Source: an optimization exercise on an open RTL-to-GDS flow (aim: small area, a short achievable clock period and few clock cycles). Production flows keep margins and buffers that such runs may drop. Where RTL was checked, it was by simulation tests only, not by an equivalence proof against the original. Power figures rest on the tool's default switching activity, not on a simulated workload.

==> inputs of v21 <==
==> flow/design.v (excerpt) <==
module hyperloglog_sketch_core (
  input  logic        clk,
  input  logic        rst_n,
  input  logic        in_valid,
  output logic        in_ready,
  input  logic [2:0]  in_opcode,
  input  logic [31:0] in_hash_value,
  input  logic [9:0]  in_reg_index,
  input  logic [4:0]  in_reg_value,
  output logic        out_valid,
  input  logic        out_ready,
  output logic [4:0]  out_read_value,
  output logic [31:0] out_cardinality,
  output logic        out_saturated,
  output logic        out_changed
);
==> flow/config.mk <==
export PLATFORM = sky130hd
export DESIGN_NAME = hyperloglog_sketch_core
export DESIGN_NICKNAME = hyperloglog_sketch_core
export VERILOG_FILES = /design/flow/design.v
export SDC_FILE = /design/flow/constraint.sdc
export NUM_CORES = 4
export LEC_CHECK = 0
export ABC_CLOCK_PERIOD_IN_PS = 3000
export CAP_MARGIN = 30
export CORE_MARGIN = 2
export CORE_UTILIZATION = 30
export SETUP_SLACK_MARGIN = 5
export SLEW_MARGIN = 30
==> flow/constraint.sdc <==
create_clock -name core_clock -period 11.0 [get_ports {clk}]
set_input_delay 2.2000 -clock core_clock [delete_from_list [all_inputs] [get_ports {clk}]]
set_output_delay 2.2000 -clock core_clock [all_outputs]
set_load 0.01 [all_outputs]
run.sh (not shown) runs the stock make flow with config.mk's settings and CLKGATE_MAP_FILE= SYNTH_SCRIPT=/design/flow/synth_recipe.tcl, a recipe that flattens the netlist after the stock synthesis.
==> inputs of v23, as changes to v21 <==
--- a/flow/design.v
+++ b/flow/design.v
@@ -10,23 +10,19 @@
   localparam logic [41:0] REM47   = 42'h00000017087;
   localparam logic [41:0] REM43   = 42'h00000170876;
   localparam logic [41:0] REM26   = 42'h02e10ec0000;
   localparam logic [29:0] LN2_Q30 = 30'd744261118;
 endpackage
-module hll_ram #(
-  parameter int unsigned GB = 5
-) (
-  input  logic                       clk,
-  input  logic                       clr,
-  input  logic                       wr_en,
-  input  logic [8:0]                 wr_addr,
-  input  logic [4:0]                 wr_data,
-  input  logic [GB-1:0]              rd_addr,
-  output logic [5*(1<<(9-GB))-1:0]   rd_part
+module hll_ram (
+  input  logic        clk,
+  input  logic        clr,
+  input  logic        wr_en,
+  input  logic [8:0]  wr_addr,
+  input  logic [4:0]  wr_data,
+  input  logic [31:0] rd_sel,
+  output logic [79:0] rd_part
 );
-  localparam int unsigned NG = 1 << (9 - GB);
-  localparam int unsigned GS = 1 << GB;
   logic [511:0] plane0_r, plane1_r, plane2_r, plane3_r, plane4_r;
   logic [31:0]  sel_hi;
   logic [15:0]  sel_lo;
   logic [4:0]   wd;
   always_comb begin
@@ -47,26 +43,24 @@
         plane3_r[i] <= wd[3];
         plane4_r[i] <= wd[4];
       end
     end
   end
-  for (genvar g = 0; g < NG; g++) begin : g_rd
-    logic [GS-1:0] p0, p1, p2, p3, p4;
-    assign p0 = plane0_r[g*GS +: GS];
-    assign p1 = plane1_r[g*GS +: GS];
-    assign p2 = plane2_r[g*GS +: GS];
-    assign p3 = plane3_r[g*GS +: GS];
-    assign p4 = plane4_r[g*GS +: GS];
-    assign rd_part[5*g +: 5] = {p4[rd_addr], p3[rd_addr], p2[rd_addr],
-                                p1[rd_addr], p0[rd_addr]};
+  for (genvar g = 0; g < 16; g++) begin : g_rd
+    assign rd_part[5*g + 0] = |(plane0_r[32*g +: 32] & rd_sel);
+    assign rd_part[5*g + 1] = |(plane1_r[32*g +: 32] & rd_sel);
+    assign rd_part[5*g + 2] = |(plane2_r[32*g +: 32] & rd_sel);
+    assign rd_part[5*g + 3] = |(plane3_r[32*g +: 32] & rd_sel);
+    assign rd_part[5*g + 4] = |(plane4_r[32*g +: 32] & rd_sel);
   end
 endmodule
 module hll_div (
   input  logic        clk,
   input  logic        rst_n,
   input  logic        req,
   input  logic        hold,
+  input  logic        clear,
   input  logic [40:0] s,
   input  logic [9:0]  z,
   output logic        push,
   output logic [31:0] card,
   output logic        sat
@@ -82,21 +76,24 @@
   logic [5:0]  n_r;
   logic [5:0]  cnt_r;
   logic [4:0]  bit_r;
   logic        mbit_r;
   logic        large_r;
+  logic [2:0]  nd_r;       
   logic        sat_r;
   logic        lin_r;
   logic        top_r;
   logic        lrg_r;
   logic        zn_r;
   logic [11:0] rom_r;
   logic [11:0] rom_card;
-  logic        nd_bit;
+  logic        done_n;
+  logic        push_r;
   logic [41:0] rem_sh;
-  logic [41:0] rem_sub;
-  logic        q_bit;
+  logic [41:0] dsr;
+  logic [42:0] rem_add;
+  logic [41:0] rem_nxt;
   logic [31:0] ln2_ext;
   logic [31:0] mplier;
   logic [4:0]  bit_n;
   logic [32:0] sum;
   logic [37:0] d;
@@ -110,33 +107,47 @@
     top_r <= (s <= hll_pkg::S_TOP);
     lrg_r <= (s <= hll_pkg::S_LARGE);
     zn_r  <= (z != 10'd0);
     rom_r <= rom_card;
   end
-  assign nd_bit  = large_r && ((cnt_r == 6'd47) || (cnt_r == 6'd46));
-  assign rem_sh  = {rem_r[40:0], nd_bit};
-  assign rem_sub = rem_sh - {1'b0, s};
-  assign q_bit   = !rem_sub[41];
+  assign rem_sh  = {rem_r[40:0], nd_r[2]};
+  assign dsr     = rem_r[41] ? {1'b0, s} : ~{1'b0, s};
+  assign rem_add = {rem_sh, 1'b1} + {dsr, !rem_r[41]};
+  assign rem_nxt = rem_add[42:1];
   assign ln2_ext = {2'b00, hll_pkg::LN2_Q30};
   assign mplier  = (state_r == U_MUL) ? ln2_ext : q_r[47:16];
   assign bit_n   = bit_r + 5'd1;
   assign sum     = {1'b0, rem_r[41:10]} + (mbit_r ? {1'b0, q_r[47:16]} : 33'd0);
   assign d       = {6'd48, 32'd0} - {n_r, frac_r};
   assign r_sat   = (rem_r[37:32] != 6'd0);
   always_comb begin
-    push = 1'b0;
+    done_n = 1'b0;
     case (state_r)
-      U_CMP:   push = !hold && ((lin_r && zn_r) || (!lin_r && top_r));
-      U_DIV:   push = (cnt_r == 6'd1) && !large_r;
-      U_FIN:   push = 1'b1;
-      default: push = 1'b0;
+      U_CMP:   done_n = !hold && ((lin_r && zn_r) || (!lin_r && top_r));
+      U_DIV:   done_n = (cnt_r == 6'd1) && !large_r;
+      U_FIN:   done_n = 1'b1;
+      default: done_n = 1'b0;
     endcase
   end
   always_ff @(posedge clk) begin
     if (!rst_n) begin
-      state_r <= U_IDLE;
+      push_r <= 1'b0;
+    end else begin
+      push_r <= done_n;
+    end
+  end
+  assign push = push_r;
+  always_ff @(posedge clk) begin
+    if (!rst_n) begin
+      state_r   <= U_IDLE;
+      q_r[31:0] <= '0;
+      sat_r     <= 1'b0;
     end else begin
+      if (clear) begin
+        q_r[31:0] <= '0;
+        sat_r     <= 1'b0;
+      end
       case (state_r)
         U_IDLE: begin
           if (req) begin
             state_r <= U_W1;
           end
@@ -150,10 +161,11 @@
         U_CMP: begin
           if (!hold) begin
             sat_r   <= 1'b0;
             q_r     <= '0;
             large_r <= 1'b0;
+            nd_r    <= 3'b000;
             if (lin_r && zn_r) begin
               q_r[11:0] <= rom_r;
               state_r   <= U_IDLE;
             end else if (lin_r) begin
               rem_r   <= {1'b0, hll_pkg::REM26[40:0]};
@@ -165,21 +177,23 @@
               state_r   <= U_IDLE;
             end else if (lrg_r) begin
               rem_r   <= {1'b0, hll_pkg::REM47[40:0]};
               cnt_r   <= 6'd48;
               large_r <= 1'b1;
+              nd_r    <= 3'b011;
               state_r <= U_DIV;
             end else begin
               rem_r   <= {1'b0, hll_pkg::REM43[40:0]};
               cnt_r   <= 6'd28;
               state_r <= U_DIV;
             end
           end
         end
         U_DIV: begin
-          rem_r <= q_bit ? rem_sub : rem_sh;
-          q_r   <= {q_r[46:0], q_bit};
+          rem_r <= rem_nxt;
+          q_r   <= {q_r[46:0], !rem_nxt[41]};
+          nd_r  <= {nd_r[1:0], 1'b0};
           cnt_r <= cnt_r - 6'd1;
           if (cnt_r == 6'd1) begin
             state_r <= large_r ? U_NEG : U_IDLE;
           end
         end
@@ -283,23 +297,24 @@
   output logic [4:0]  out_read_value,
   output logic [31:0] out_cardinality,
   output logic        out_saturated,
   output logic        out_changed
 );
-  localparam int unsigned GB = 5;             
-  localparam int unsigned NG = 1 << (9 - GB);  
+  localparam int unsigned NG = 16;           
   logic        rst_q;
   logic        in_ready_r;
   logic [2:0]  owed_r;     
   logic        vr_r;
   logic [2:0]  opr_r;
   logic [8:0]  idxr_r;
+  logic [31:0] selr_r;     
   logic [22:0] wr_r;
   logic [4:0]  valr_r;
   logic        v1_r;
   logic [2:0]  op1_r;
   logic [8:0]  idx1_r;
+  logic [NG-1:0]   sel1_r;  
   logic [4:0]  nv1_r;
   logic [5*NG-1:0] part_r;
   logic [NG-1:0]   pgt_r;   
   logic        mx_r;       
   logic        mw_r;       
@@ -310,27 +325,29 @@
   logic [4:0]  wval2_r;
   logic [4:0]  old2_r;
   logic        we3_r;
   logic [4:0]  wval3_r;
   logic        dv_r;
-  logic [32:0] ds_r;
+  logic [31:0] dm_r;       
+  logic        dn_r;       
   logic [1:0]  dz_r;
   logic [40:0] s_r;
   logic [9:0]  z_r;
   logic [2:0]  cnt_r;
   logic        out_valid_r;
   logic [4:0]  q_rd_r  [4];
   logic        q_chg_r [4];
-  logic        q_est_r [4];
+  logic        est_head_r;  
   logic        eb_r;
   logic        accept;
   logic        pop;
   logic [5*NG-1:0] part;
   logic [NG-1:0]   pgt;
   logic [4:0]  rd_raw;
   logic [4:0]  rd;
   logic [4:0]  rank;
+  logic [8:0]  idx_in;
   logic [4:0]  nvr;
   logic        gt_raw;
   logic        is_am;
   logic        gt;
   logic        do_wr;
@@ -339,15 +356,17 @@
   logic        est_push;
   logic        push;
   logic [4:0]  push_rd;
   logic        push_chg;
   logic [2:0]  wpos;
-  logic        est_in_q;
+  logic        est_pop;
   logic        room_n;
   logic        block_n;
-  logic [32:0] t_new;
-  logic [32:0] t_old;
+  logic [31:0] th_new;
+  logic [31:0] th_old;
+  logic [40:0] s_add;
+  logic [41:0] s_sum;
   logic [31:0] card;
   logic        sat;
   assign accept = in_valid && in_ready_r;
   assign pop    = out_valid_r && out_ready;
   always_comb begin
@@ -356,25 +375,32 @@
       if (wr_r[b]) begin
         rank = 5'(23 - b);
       end
     end
   end
-  assign nvr = (opr_r == hll_pkg::OP_ADD) ? rank : valr_r;
+  assign idx_in = (in_opcode == hll_pkg::OP_ADD) ? in_hash_value[8:0]
+                                                : in_reg_index[8:0];
+  assign nvr    = (opr_r == hll_pkg::OP_ADD) ? rank : valr_r;
   always_comb begin
     for (int g = 0; g < NG; g++) begin
       pgt[g] = (nvr > part[5*g +: 5]);
     end
   end
   always_ff @(posedge clk) begin
     rst_q <= rst_n;
     opr_r  <= in_opcode;
-    idxr_r <= (in_opcode == hll_pkg::OP_ADD) ? in_hash_value[8:0]
-                                             : in_reg_index[8:0];
+    idxr_r <= idx_in;
+    for (int k = 0; k < 32; k++) begin
+      selr_r[k] <= (idx_in[4:0] == 5'(k));
+    end
     wr_r   <= in_hash_value[22:0];
     valr_r <= in_reg_value;
     op1_r  <= opr_r;
     idx1_r <= idxr_r;
+    for (int g = 0; g < NG; g++) begin
+      sel1_r[g] <= (idxr_r[8:5] == 4'(g));
+    end
     nv1_r  <= nvr;
     part_r <= part;
     pgt_r  <= pgt;
     mx_r   <= (idxr_r == idx1_r);
     mw_r   <= (idxr_r == widx2_r);
@@ -394,79 +420,92 @@
       v1_r  <= vr_r;
       we2_r <= do_wr;
       we3_r <= we2_r;
     end
   end
-  hll_ram #(
-    .GB (GB)
-  ) u_ram (
+  hll_ram u_ram (
     .clk     (clk),
     .clr     (!rst_q),
     .wr_en   (we2_r),
     .wr_addr (widx2_r),
     .wr_data (wval2_r),
-    .rd_addr (idxr_r[GB-1:0]),
+    .rd_sel  (selr_r),
     .rd_part (part)
   );
-  assign rd_raw = part_r[5*idx1_r[8:GB] +: 5];
-  assign gt_raw = pgt_r[idx1_r[8:GB]];
+  always_comb begin
+    rd_raw = 5'd0;
+    for (int g = 0; g < NG; g++) begin
+      rd_raw = rd_raw | (part_r[5*g +: 5] & {5{sel1_r[g]}});
+    end
+  end
+  assign gt_raw = |(pgt_r & sel1_r);
   assign rd     = (we2_r && mx_r) ? wval2_r :
                   (we3_r && mw_r) ? wval3_r : rd_raw;
   assign gt     = (we2_r && mx_r) ? gtx_r :
                   (we3_r && mw_r) ? gtw_r : gt_raw;
   assign is_am  = (op1_r == hll_pkg::OP_ADD) || (op1_r == hll_pkg::OP_MERGE);
   assign do_wr  = v1_r && ((is_am && gt) || (op1_r == hll_pkg::OP_LOAD));
   assign push_x = v1_r && (op1_r != hll_pkg::OP_ESTIMATE);
   assign est_req = v1_r && (op1_r == hll_pkg::OP_ESTIMATE);
   assign push_rd  = est_push ? 5'd0 : ((op1_r == hll_pkg::OP_READ) ? rd : 5'd0);
   assign push_chg = !est_push && is_am && gt;
-  assign t_new = 33'h0_8000_0000 >> wval2_r;
-  assign t_old = 33'h0_8000_0000 >> old2_r;
+  always_comb begin
+    for (int i = 0; i < 32; i++) begin
+      th_new[i] = (wval2_r >= 5'(31 - i));
+      th_old[i] = (old2_r >= 5'(31 - i));
+    end
+  end
+  assign s_add = dn_r ? ~{9'd0, dm_r} : {9'd0, dm_r};
+  assign s_sum = {s_r, 1'b1} + {s_add, dn_r};
   always_ff @(posedge clk) begin
-    ds_r <= t_new - t_old;
+    dm_r <= th_new ^ th_old;
+    dn_r <= (wval2_r > old2_r);
     dz_r <= 2'(wval2_r == 5'd0) - 2'(old2_r == 5'd0);
     if (!rst_n) begin
       dv_r <= 1'b0;
       s_r  <= 41'h100_0000_0000;
       z_r  <= 10'd512;
     end else begin
       dv_r <= we2_r;
       if (dv_r) begin
-        s_r <= s_r + {{8{ds_r[32]}}, ds_r};
+        s_r <= s_sum[41:1];
         z_r <= z_r + {{8{dz_r[1]}}, dz_r};
       end
     end
   end
   assign push = push_x || est_push;
   assign wpos = cnt_r - 3'(pop);
-  assign est_in_q = (q_est_r[0] && (cnt_r >= 3'd1)) ||
-                    (q_est_r[1] && (cnt_r >= 3'd2)) ||
-                    (q_est_r[2] && (cnt_r >= 3'd3)) ||
-                    (q_est_r[3] && (cnt_r >= 3'd4));
+  assign est_pop = pop && est_head_r;
   always_ff @(posedge clk) begin
     if (pop) begin
       q_rd_r[0]  <= q_rd_r[1];
       q_chg_r[0] <= q_chg_r[1];
-      q_est_r[0] <= q_est_r[1];
       q_rd_r[1]  <= q_rd_r[2];
       q_chg_r[1] <= q_chg_r[2];
-      q_est_r[1] <= q_est_r[2];
       q_rd_r[2]  <= q_rd_r[3];
       q_chg_r[2] <= q_chg_r[3];
-      q_est_r[2] <= q_est_r[3];
     end
     if (push) begin
       q_rd_r[wpos[1:0]]  <= push_rd;
       q_chg_r[wpos[1:0]] <= push_chg;
-      q_est_r[wpos[1:0]] <= est_push;
     end
     if (!rst_n) begin
       cnt_r       <= 3'd0;
       out_valid_r <= 1'b0;
+      est_head_r  <= 1'b0;
     end else begin
-      cnt_r       <= cnt_r + 3'(push) - 3'(pop);
-      out_valid_r <= (cnt_r + 3'(push) - 3'(pop)) != 3'd0;
+      if (est_push) begin
+        est_head_r <= 1'b1;
+      end else if (pop) begin
+        est_head_r <= 1'b0;
+      end
+      case ({push, pop})
+        2'b10:   cnt_r <= cnt_r + 3'd1;
+        2'b01:   cnt_r <= cnt_r - 3'd1;
+        default: cnt_r <= cnt_r;
+      endcase
+      out_valid_r <= push || (cnt_r >= 3'd2) || ((cnt_r == 3'd1) && !pop);
     end
   end
   always_comb begin
     case ({accept, pop})
       2'b10:   room_n = (owed_r <= 3'd2);
@@ -494,19 +533,20 @@
   end
   hll_div u_est (
     .clk   (clk),
     .rst_n (rst_n),
     .req   (est_req),
-    .hold  (est_in_q),
+    .hold  (cnt_r != 3'd0),
+    .clear (est_pop),
     .s     (s_r),
     .z     (z_r),
     .push  (est_push),
     .card  (card),
     .sat   (sat)
   );
   assign in_ready        = in_ready_r;
   assign out_valid       = out_valid_r;
   assign out_read_value  = q_rd_r[0];
   assign out_changed     = q_chg_r[0];
-  assign out_cardinality = q_est_r[0] ? card : 32'd0;
-  assign out_saturated   = q_est_r[0] && sat;
+  assign out_cardinality = card;
+  assign out_saturated   = sat;
 endmodule
Settings changed: ABC_CLOCK_PERIOD_IN_PS 3000 to 1500.
==> results.py <==
metrics = {
    "finish": {
        "nonClkBufAreaFrac": 0.0174,
    },
    "timing": {
        "final_setup_margin_ps": 5480,
        "final.hold.worst_slack_ps": 356,
    },
    "logic_synthesis": {
        "synth_fp_nets": 8631,
        "synth_top_cells_by_area": "sky130_fd_sc_hd__edfxtp_1 (61%), sky130_fd_sc_hd__mux4_2 (14%), sky130_fd_sc_hd__dfxtp_1 (4.5%)",
    },
    "clock_network": {
        "clock_insertion_delay_at_the_later_pin_of_the_skew_report_ps": 870,
    },
    "outcome": {
        "status": "timing/DRC/antenna clean",
    },
    "global_routing": {
        "grt_max_degree": 227,
    },
    "worst_setup_path": {
        "critPathArrivalTime_ps": 6210,
    },
    "floorplan": {
        "placeableCoreArea_um2": 444000,
    },
}
The numbers above come from v21.

==> results.py <==
metrics = {
    "logic_synthesis": {
        "synth_compound_area_frac": 0.139,
        "synth_fp_nets": 9851,
        "synth_top_cells_by_area": "sky130_fd_sc_hd__edfxtp_1 (63%), sky130_fd_sc_hd__a22oi_1 (7.2%), sky130_fd_sc_hd__dfxtp_1 (6.0%)",
        "synth_top_cell_by_area": "sky130_fd_sc_hd__edfxtp_1",
    },
    "timing": {
        "final.hold.worst_slack_ps": 354,
        "final_setup_margin_ps": 6380,
    },
    "finish": {
        "nonClkBufAreaFrac": 0.0182,
    },
    "global_routing": {
        "grt_max_degree": 225,
    },
    "outcome": {
        "status": "timing/DRC/antenna clean",
    },
    "worst_setup_path": {
        "critPathArrivalTime_ps": 5410,
    },
    "floorplan": {
        "placeableCoreArea_um2": 426000,
    },
    "power": {
        "power_density_nw_per_um2": 184,
    },
}
The numbers above come from v23.

Testbench counts of v23, summed over its fixed seeds: cycles 15,284.
No functional check of the RTL was part of v21.

[static timing again, ports no longer ideal]
How much do the figures lean on ideal ports? The routed layouts below were timed once more, with nothing changed but the port constraints.
Step 1, drivers: a clkbuf_16 drives clk and a buf_2 each remaining input, both assumed.
Step 2, shift: input delay + t, output delay - t, t = (earliest + latest rising clock arrival at the registers) / 2. This alone moves slack from input paths to output paths.
a / b / c = no drivers / after step 1 / after step 2; a / b = the first two.
run | shift t [ns] | setup WS [ns] | clock arrival spread, ns | worst data-port slew with drivers (ns)
v21 | 0.943 | 5.484 / 5.484 / 5.484 | 0.068 / 0.068 | 0.15
v23 | 1.035 | 6.376 / 6.376 / 5.976 | 0.103 / 0.103 | 0.06
After both steps setup and hold are still met in every run listed. For v23, which loses most, drivers alone change the setup slack by 0.000 ns; drivers and shift together by -0.400 ns.
